This is an optimization exercise on Yosys and OpenROAD, whose aim is small area, a short achievable clock period and few clock cycles, not a production implementation.
The RTL of this run was laid out without a check of its function.
Power figures rest on the tool's default switching activity, not on a simulated workload.

### flow/run.sh
#!/bin/bash
# synth_recipe.tcl (not shown) runs the flow's synth.tcl, then flattens the netlist and writes it again
# the make line also repeats each setting of config.mk as NAME=value (left out here)
make -C /OpenROAD-flow-scripts/flow DESIGN_CONFIG=/design/flow/config.mk WORK_HOME=/design/flow/orfs CLKGATE_MAP_FILE= SYNTH_SCRIPT=/design/flow/synth_recipe.tcl finish
### flow/config.mk
export PLATFORM = sky130hd
export DESIGN_NAME = mdu_iter
export DESIGN_NICKNAME = mdu_iter
export VERILOG_FILES = /design/flow/design.v
export SDC_FILE = /design/flow/constraint.sdc
export NUM_CORES = 4
export LEC_CHECK = 0
export CAP_MARGIN = 30
export CORE_MARGIN = 2
export CORE_UTILIZATION = 40
export SETUP_SLACK_MARGIN = 5
export SLEW_MARGIN = 30
### flow/constraint.sdc
create_clock -name core_clock -period 10.0 [get_ports {clk}]
set_input_delay 2.0000 -clock core_clock [delete_from_list [all_inputs] [get_ports {clk}]]
set_output_delay 2.0000 -clock core_clock [all_outputs]
set_load 0.01 [all_outputs]
### flow/design.v
module mdu_lzc64 (
  input  logic [63:0] t,
  output logic [6:0]  n     
);
  logic [31:0]      z1;
  logic [31:0]      c1;
  logic [15:0]      z2;
  logic [15:0][1:0] c2;
  logic [7:0]       z3;
  logic [7:0][2:0]  c3;
  logic [3:0]       z4;
  logic [3:0][3:0]  c4;
  logic [1:0]       z5;
  logic [1:0][4:0]  c5;
  always_comb begin
    for (int i = 0; i < 32; i++) begin
      z1[i] = ~t[2*i+1] & ~t[2*i];
      c1[i] = ~t[2*i+1];
    end
    for (int i = 0; i < 16; i++) begin
      z2[i] = z1[2*i+1] & z1[2*i];
      c2[i] = z1[2*i+1] ? {1'b1, c1[2*i]} : {1'b0, c1[2*i+1]};
    end
    for (int i = 0; i < 8; i++) begin
      z3[i] = z2[2*i+1] & z2[2*i];
      c3[i] = z2[2*i+1] ? {1'b1, c2[2*i]} : {1'b0, c2[2*i+1]};
    end
    for (int i = 0; i < 4; i++) begin
      z4[i] = z3[2*i+1] & z3[2*i];
      c4[i] = z3[2*i+1] ? {1'b1, c3[2*i]} : {1'b0, c3[2*i+1]};
    end
    for (int i = 0; i < 2; i++) begin
      z5[i] = z4[2*i+1] & z4[2*i];
      c5[i] = z4[2*i+1] ? {1'b1, c4[2*i]} : {1'b0, c4[2*i+1]};
    end
    if (z5[1] & z5[0]) n = 7'd64;
    else               n = z5[1] ? {2'b01, c5[0]} : {2'b00, c5[1]};
  end
endmodule
module mdu_iter #(
  parameter int XLEN = 64
) (
  input  logic            clk,
  input  logic            resetn,
  input  logic            in_valid,
  output logic            in_ready,
  input  logic [2:0]      op,
  input  logic            is_word,
  input  logic [XLEN-1:0] a,
  input  logic [XLEN-1:0] b,
  input  logic            flush,
  output logic            out_valid,
  input  logic            out_ready,
  output logic [XLEN-1:0] result
);
  localparam logic [1:0] M_MUL = 2'd0, M_DIV = 2'd1, M_FIN = 2'd2;
  logic        c_valid, c_mul, c_word, c_hi, c_rem, c_sa, c_sb, c_nega, c_bz;
  logic [63:0] ca, cb;
  logic [6:0]  c_la, c_lb;
  logic        c_prep, p_swap;       
  logic [6:0]  p_kk;
  logic [5:0]  p_cnt;
  logic         e_busy;
  logic [1:0]   e_mode;
  logic [5:0]   e_cnt;
  logic         e_word, e_hi, e_rem, e_neg;
  logic [127:0] acc;
  logic [65:0]  mq;
  logic [64:0]  xr;
  logic [66:0]  x3;                     
  logic         b_one, b_two, b_thr, b_four, b_neg;    
  logic        accept;
  logic        i_mul, i_sgna, i_sgnb, i_sa, i_sb;
  logic [63:0] xa, xb;
  logic [6:0]  i_la, i_lb;
  always_comb begin
    i_mul  = ~op[2];
    i_sgna = i_mul ? (op[1:0] != 2'd3) : ~op[0];
    i_sgnb = i_mul ? ~op[1] : ~op[0];
    if (is_word) begin
      i_sgna = i_mul | ~op[0];
      i_sgnb = i_mul | ~op[0];
    end
    xa   = is_word ? {{32{i_sgna & a[31]}}, a[31:0]} : a;
    xb   = is_word ? {{32{i_sgnb & b[31]}}, b[31:0]} : b;
    i_sa = i_sgna & xa[63];
    i_sb = i_sgnb & xb[63];
  end
  mdu_lzc64 u_lza (.t(xa ^ {64{i_sa}}), .n(i_la));
  mdu_lzc64 u_lzb (.t(xb ^ {64{i_sb}}), .n(i_lb));
  logic        c_negcyc, c_ready;
  logic [63:0] na;
  assign c_negcyc = c_valid & ~c_prep;
  assign c_ready  = c_valid & c_prep;
  assign na       = -ca;
  function automatic logic [4:0] mdig(input logic [6:0] l);
    mdig = 5'd0;
    for (int i = 0; i <= 64; i++)
      if (l == 7'(i)) mdig = (i >= 62) ? 5'd0 : 5'((62 - i + 2) / 3);
  endfunction
  logic [6:0]  lm, dsh, kk;
  logic [7:0]  dd;
  logic [5:0]  mj;
  logic        swap;
  logic [63:0] rin, rot, mhi;
  logic [65:0] mq_ld;
  logic [64:0] xld;
  logic [66:0] x3ld;
  always_comb begin
    swap = (c_la > c_lb);           
    lm   = swap ? c_la : c_lb;
    mj   = 6'(mdig(lm));            
    dd   = {1'b0, c_lb} - {7'd0, c_lb[6]} - {1'b0, c_la} + {7'd0, c_sa} + 8'd1;
    dsh  = (dd[7] || dd == 8'd0) ? 7'd1 : dd[6:0];
    kk   = c_mul ? (7'd63 - 7'(mj) - {mj, 1'b0}) : (7'd64 - dsh);
    rin  = (c_mul && !p_swap) ? cb : ca;
    rot  = rin;
    for (int i = 0; i < 6; i++)
      if (p_kk[i]) rot = (rot << (1 << i)) | (rot >> (64 - (1 << i)));
    for (int i = 0; i < 64; i++)
      mhi[i] = ~p_kk[6] & (7'(i) >= p_kk);
    mq_ld = {(p_kk == 7'd0) ? {2{p_swap ? c_sa : c_sb}} : rot[1:0], rot & mhi};
    xld   = (c_mul && !p_swap) ? {c_sa, ca} : {c_sb, cb};
    x3ld  = {{2{xld[64]}}, xld} + {xld[64], xld, 1'b0};
  end
  logic         last, step, r_free, consume, finish;
  logic [67:0]  add_a, sel, pp, sum, x1e, x2e, x3e, x4e;
  logic [69:0]  sum_c;
  logic         cout, qbit;
  logic [59:0]  up, up_i, up_d, up_n;
  logic [127:0] acc_mul;
  logic [64:0]  wd;
  logic [63:0]  rem_n, quo_n, res_raw, res_w;
  always_comb begin
    x1e = {{3{xr[64]}}, xr};
    x2e = {{2{xr[64]}}, xr, 1'b0};
    x3e = {x3[66], x3};
    x4e = {xr[64], xr, 2'b00};
    wd  = {acc[63:0], mq[63]};
    case (e_mode)
      M_MUL:   add_a = {acc[64:0], 3'b000};
      M_DIV:   add_a = {3'b000, wd};
      default: add_a = 68'd0;
    endcase
    sel = b_one ? x1e : b_two ? x2e : b_thr ? x3e : b_four ? x4e : 68'd0;
    pp  = b_neg ? ~sel : sel;
    sum_c = {1'b0, add_a, 1'b1} + {1'b0, pp, b_neg};
    sum   = sum_c[68:1];
    cout  = sum_c[69];
    up   = acc[124:65];
    up_i = up + 60'd1;
    up_d = up - 60'd1;
    up_n = cout ? (pp[67] ? up : up_i) : (pp[67] ? up_d : up);
    acc_mul = {up_n, sum};
    qbit  = ~sum[67];
    rem_n = qbit ? sum[63:0] : wd[63:0];
    quo_n = {mq[62:0], qbit};
    case (e_mode)
      M_MUL:   res_raw = e_hi ? acc_mul[127:64] : acc_mul[63:0];
      M_DIV:   res_raw = e_rem ? rem_n : quo_n;
      default: res_raw = sum[63:0];
    endcase
    res_w = e_word ? {{32{res_raw[31]}}, res_raw[31:0]} : res_raw;
  end
  function automatic logic [4:0] booth(input logic [3:0] t);
    logic [2:0] m;
    m = t[3] ? 3'(4 - (2 * t[2] + t[1] + t[0])) : 3'(2 * t[2] + t[1] + t[0]);
    booth = {m == 3'd1, m == 3'd2, m == 3'd3, m == 3'd4, t[3] & (m != 3'd0)};
  endfunction
  logic div_neg;
  assign div_neg = (e_mode == M_DIV) & e_neg;
  assign last    = e_busy & (e_cnt == 6'd0) & ~div_neg;
  assign step    = e_busy & ~last;
  assign r_free  = ~out_valid | out_ready;
  assign finish  = last & r_free;
  assign consume = c_ready & (~e_busy | finish);
  assign accept  = in_valid & in_ready;
  logic c_valid_d, c_ready_d, e_busy_d, last_d, out_valid_d;
  always_comb begin
    c_valid_d = accept | (c_valid & ~consume);
    c_ready_d = ~accept & c_valid & ~consume;
    e_busy_d  = consume | (e_busy & ~finish);
    last_d    = ~consume & e_busy & ~finish &
                (last | ((e_cnt == 6'd1) & ~div_neg) | ((e_cnt == 6'd0) & div_neg));
    out_valid_d = finish | (out_valid & ~out_ready);
  end
  always_ff @(posedge clk or negedge resetn) begin
    if (!resetn) begin
      c_prep    <= 1'b0;
      c_valid   <= 1'b0;
      e_busy    <= 1'b0;
      out_valid <= 1'b0;
      in_ready  <= 1'b1;
    end else if (flush) begin
      c_prep    <= 1'b0;
      c_valid   <= 1'b0;
      e_busy    <= 1'b0;
      out_valid <= 1'b0;
      in_ready  <= 1'b1;
    end else begin
      c_valid   <= c_valid_d;
      e_busy    <= e_busy_d;
      out_valid <= out_valid_d;
      in_ready  <= ~c_valid_d | (c_ready_d & (~e_busy_d | (last_d & ~out_valid_d)));
      if (accept)        c_prep <= 1'b0;
      else if (c_valid)  c_prep <= 1'b1;
    end
  end
  always_ff @(posedge clk) begin
    if (accept) begin
      ca     <= xa;
      cb     <= xb;
      c_la   <= i_la;
      c_lb   <= i_lb;
      c_mul  <= i_mul;
      c_word <= is_word;
      c_hi   <= ~is_word & (op[1:0] != 2'd0);
      c_rem  <= op[1];
      c_sa   <= i_sa;
      c_sb   <= i_sb;
      c_nega <= ~i_mul & i_sa;
      c_bz   <= (xb == 64'd0);
    end else if (c_negcyc) begin
      if (c_nega & ~c_bz) ca <= na;
      p_kk   <= kk;
      p_swap <= swap;
      p_cnt  <= c_mul ? mj : 6'(dsh - 7'd1);
    end
    if (consume) begin
      e_word <= c_word;
      e_hi   <= c_hi;
      e_rem  <= c_rem;
      if (c_mul) begin
        e_mode     <= M_MUL;
        e_cnt      <= p_cnt;
        acc        <= '0;
        mq         <= mq_ld;
        {b_one, b_two, b_thr, b_four, b_neg} <= booth(mq_ld[65:62]);
        xr         <= xld;
        x3         <= x3ld;
        e_neg      <= 1'b0;
      end else if (c_bz) begin
        e_mode     <= M_FIN;
        e_cnt      <= 6'd0;
        xr         <= {1'b0, c_rem ? ca : {64{1'b1}}};
        e_neg      <= 1'b0;
        {b_one, b_two, b_thr, b_four, b_neg} <= 5'b10000;
      end else begin
        e_mode     <= M_DIV;
        e_cnt      <= p_cnt;
        acc[63:0]  <= rot & ~mhi;
        mq[63:0]   <= rot & mhi;
        xr         <= xld;
        {b_one, b_two, b_thr, b_four, b_neg} <= {4'b1000, ~c_sb};
        e_neg      <= c_rem ? c_sa : (c_sa ^ c_sb);
      end
    end else if (step) begin
      case (e_mode)
        M_MUL: begin
          acc   <= acc_mul;
          mq    <= {mq[62:0], 3'b000};
          {b_one, b_two, b_thr, b_four, b_neg} <= booth(mq[62:59]);
          e_cnt <= e_cnt - 6'd1;
        end
        M_DIV: begin
          acc[63:0] <= rem_n;
          mq[63:0]  <= quo_n;
          if (e_cnt == 6'd0) begin
            xr     <= {1'b0, e_rem ? rem_n : quo_n};
            e_mode <= M_FIN;
            {b_one, b_two, b_thr, b_four, b_neg} <= 5'b10001;
          end else begin
            e_cnt <= e_cnt - 6'd1;
          end
        end
        default: ;
      endcase
    end
    if (finish) result <= res_w;
  end
endmodule
==> flow_summary.ini <==
[yosys]
yosysSeqAreaShare_pct = 32.8
ys_seq_elements = 571
synth.net_count = 6405
yosysWarnings = 2
yosys.area_share.simple_pct = 18.8
synth_top_area_cell = edfxtp_1
synthXorXnorAreaFrac_pct = 5.50
synth-compound-area-share_pct = 21.3
syn_area_sq_mm = 0.0522
synthCells = 6087
synthArstFlopShare_pct = 0.876
yosys-top-cells-area = edfxtp_1, mux2i_1, a21oi_1, nand2_1, ha_1
avgSynthCellArea_sq_um = 8.58
synthAdderAreaFrac_pct = 4.44
synth_edf_count = 566
yosysTopAreaCellShare_pct = 32.6
synth_top_flop_cell = edfxtp_1
yosys-mux-area-fraction_pct = 12.9
synth_cell_types = 95
synth_top_family_by_area = compound AO/OA/AOI/OAI gates

[cts]
cts_buffers = 71
clock_latency_ns = 0.68
clockBufferDepth = 3
clock_sinks = 571
path_clk_slew_ns = 0.06
hold_buffers = 0
htreeDepth = 3
cts_tree = built
cts-root-buf = clkbuf_16

[timing]
slew_headroom_pct = 22.8
fin_crit_sh_pct = 51.8
tightest_slew_ns = 1.16
clock-skew-final_ns = 0.0367
hold_ws_ns = 0.435
fmax_mhz = 193
fin_crit_ns = 5.18
timing.final.hold_violations = 0
slew_viol_final = 0
rsz0062_at_grt = yes
setup_slack_ns = 4.82
tns_ns = 0
finalSetupViolCount = 0

[route]
ant_nets = 0
vias = 52282
via_per_inst = 6.48
drc = 0
wl_per_cell_um = 29.4
first_pass_iters = 7
drt_iter0_markers = 7266
drt_wl_total_mm = 237

[die]
die_area_sq_mm = 0.133
pin_count = 203
initial_core_util_pct = 40.3
die_h_um = 365
fp.dieW_um = 365
rows = 132
core_area_sq_mm = 0.129

[setup_path]
cp-end-kind = register
cp.arrival_ns = 5.58
crit_type = reg2reg
worst_setup_path_start_kind = register
required_ns = 10.40
path_max_fanout = 6
ff2ff_path_depth = 24
r2r_slack_ns = 4.82

[global_routing]
grt_max_degree = 129
grt_pass1_vias = 47689
grt_pass1_wl_mm = 333
antenna_found_initial = 3
grt_use_total_pct = 33.8
overflow = 0

[power_and_ir_drop]
power.density_mw_per_mm2 = 136
p_leak_uw = 0.0246
power_uw = 8880
ir_drop_mv = 0.0923

[cells_and_area]
nFillCells = 11993
drive_gt1_share_pct = 18.3
fin_nets = 6580
area_growth_syn_to_layout_pct = 24.7
fin_util_pct = 50.3

[min_path]
holdCritPathClass = reg2reg
hold_depth = 0

[placement]
preCtsSetupSlack_ns = 3.10
gp_congestion = 1.00
dp_hpwl_mm = 172
io_buffer_count = 202

[run]
maxCapViolations = 0

[status]
status = timing/DRC/antenna clean
critical path, stage by stage, from the launching register on:
cell	delay, ns
edfxtp_1	0.42
nor2b_4	0.18
buf_12	0.15
buf_6	0.11
buf_4	0.13
a22oi_1	0.15
nor2_1	0.06
a21oi_1	0.12
o21ai_1	0.09
xor2_1	0.16
ha_1	0.31
and4_1	0.20
o21a_1	0.18
a211oi_2	0.10
a211oi_4	0.22
buf_6	0.16
nand4_1	0.08
buf_4	0.17
a211o_4	0.36
a211o_4	0.45
buf_12	0.19
buf_16	0.15
mux2_4	0.37
a221oi_4	0.30
nor2_2	0.05
layer usage:
layer  up-vias  global-route usage, %  part of all wire [%]  wire [um]
met5         -                      0                0.0051         12
li1      23223                      -                     -          -
met2      3234                   52.2                    44     104000
met3       591                   7.01                    11      25000
met1     25232                   45.2                    40      94000
met4         2                   16.1                   6.0      14200
cell families (layout without fill, tap and decap cells):
logic type / after synthesis / in the layout
compound gates: 1766 / 1767
fa+ha+maj: 181 / 181
mux: 578 / 578
simple gates: 2085 / 2088
flops: 571 / 571
xor+xnor: 328 / 328
other cells: 0 / 4
buf+inv: 578 / 805
repair_timing:
item	CTS	global route
gates cloned	25	11
pin swaps	96	176
endpoints found under the hold margin	0	0
resized for setup	499	521
setup endpoints to repair	300	262
buffers inserted	133	85
layout make-up:
class | count | area [sq um] | share of cell area (%)
Antenna cell | 4 | 10.0 | 0.0154
Clock inverter | 41 | 409 | 0.629
Sequential cell | 571 | 17100 | 26.3
Multi-Input combinational cell | 4942 | 37100 | 57.1
Inverter | 135 | 528 | 0.811
Clock buffer | 88 | 1880 | 2.89
Timing Repair Buffer | 541 | 5800 | 8.92
Tap cell | 1742 | 2180 | 3.35
per-stage QoR:
stage               std cells  instance area [sq um]
finish                   8064                  65100
floorplan                6087                  52300
global placement         7675                  55600
global route             8061                  65100
detailed placement       7675                  55600
CTS                      7962                  61800
final timing paths:
path                       startpoint         end
min in group asynchronous      resetn     c_valid
hold / removal                   c_hi        e_hi
setup / recovery               b_four  result[46]
max in group asynchronous      resetn    in_ready
setup reg to reg               b_four  result[46]
hold reg to reg                  c_hi        e_hi
cell usage after synthesis, types with 78 or more instances:
cell type,number
edfxtp_1,566
o21ai_0,390
ha_1,174
clkbuf_1,341
o22ai_1,78
xor2_1,177
a21oi_1,538
xnor2_1,151
nand2_1,683
nor2_1,567
a31oi_1,99
inv_1,130
a21o_1,124
nand3_1,108
mux2i_1,489
buf_1,86
nor3_1,150
where the power goes:
group / internal, uW / leakage [uW] / switching [uW]
clock: 1500 / 0.00111 / 1110
sequential: 2780 / 0.00527 / 125
combinational: 1260 / 0.0182 / 2100
flip-flops by register name, indices dropped and copies added (netlist names), 6 cells and up:
register and count:
p_kk 7, c_la 7, xr 65, cb 64
mq 64, acc 125, x3 67, ca 64
result 64, c_lb 7, p_cnt 6, e_cnt 6
placed cells by master, fill, tap and decap left out, types with 69 or more instances in the layout:
| master | count |
|---|---|
| a21o_1 | 120 |
| a21oi_1 | 466 |
| a22oi_1 | 69 |
| a31oi_1 | 75 |
| buf_4 | 231 |
| clkbuf_16 | 83 |
| clkdlybuf4s50_1 | 195 |
| edfxtp_1 | 566 |
| ha_1 | 131 |
| inv_1 | 125 |
| mux2i_1 | 409 |
| mux4_2 | 72 |
| nand2_1 | 639 |
| nand3_1 | 97 |
| nor2_1 | 525 |
| nor3_1 | 133 |
| o21ai_0 | 265 |
| o21ai_1 | 97 |
| xnor2_1 | 135 |
| xor2_1 | 161 |

re-timing with driven ports:
Ports are ideal in the flow. The routed layout listed here was re-timed in OpenROAD. Step 1 assumes that a clkbuf_16 drives the clock port and a buf_2 every other input. Step 2 adds t to the input delays and takes it off the output delays; t is the mean of the earliest and latest rising clock arrival at the registers after step 1. Input paths then give back, and output paths get back, about the clock's delay inside the block. Three values: ideal ports, drivers, drivers and shift; two values: the first two.
shift t [ns]: 0.738
slack for setup (ns): 4.823 / 4.823 / 4.341
worst data-port slew with drivers (ns): 0.07
cell pins on the clock port's net: 1
After both steps setup and hold are still met in this run. The setup slack of this run moves by 0.000 ns with the drivers and by -0.482 ns with both steps.
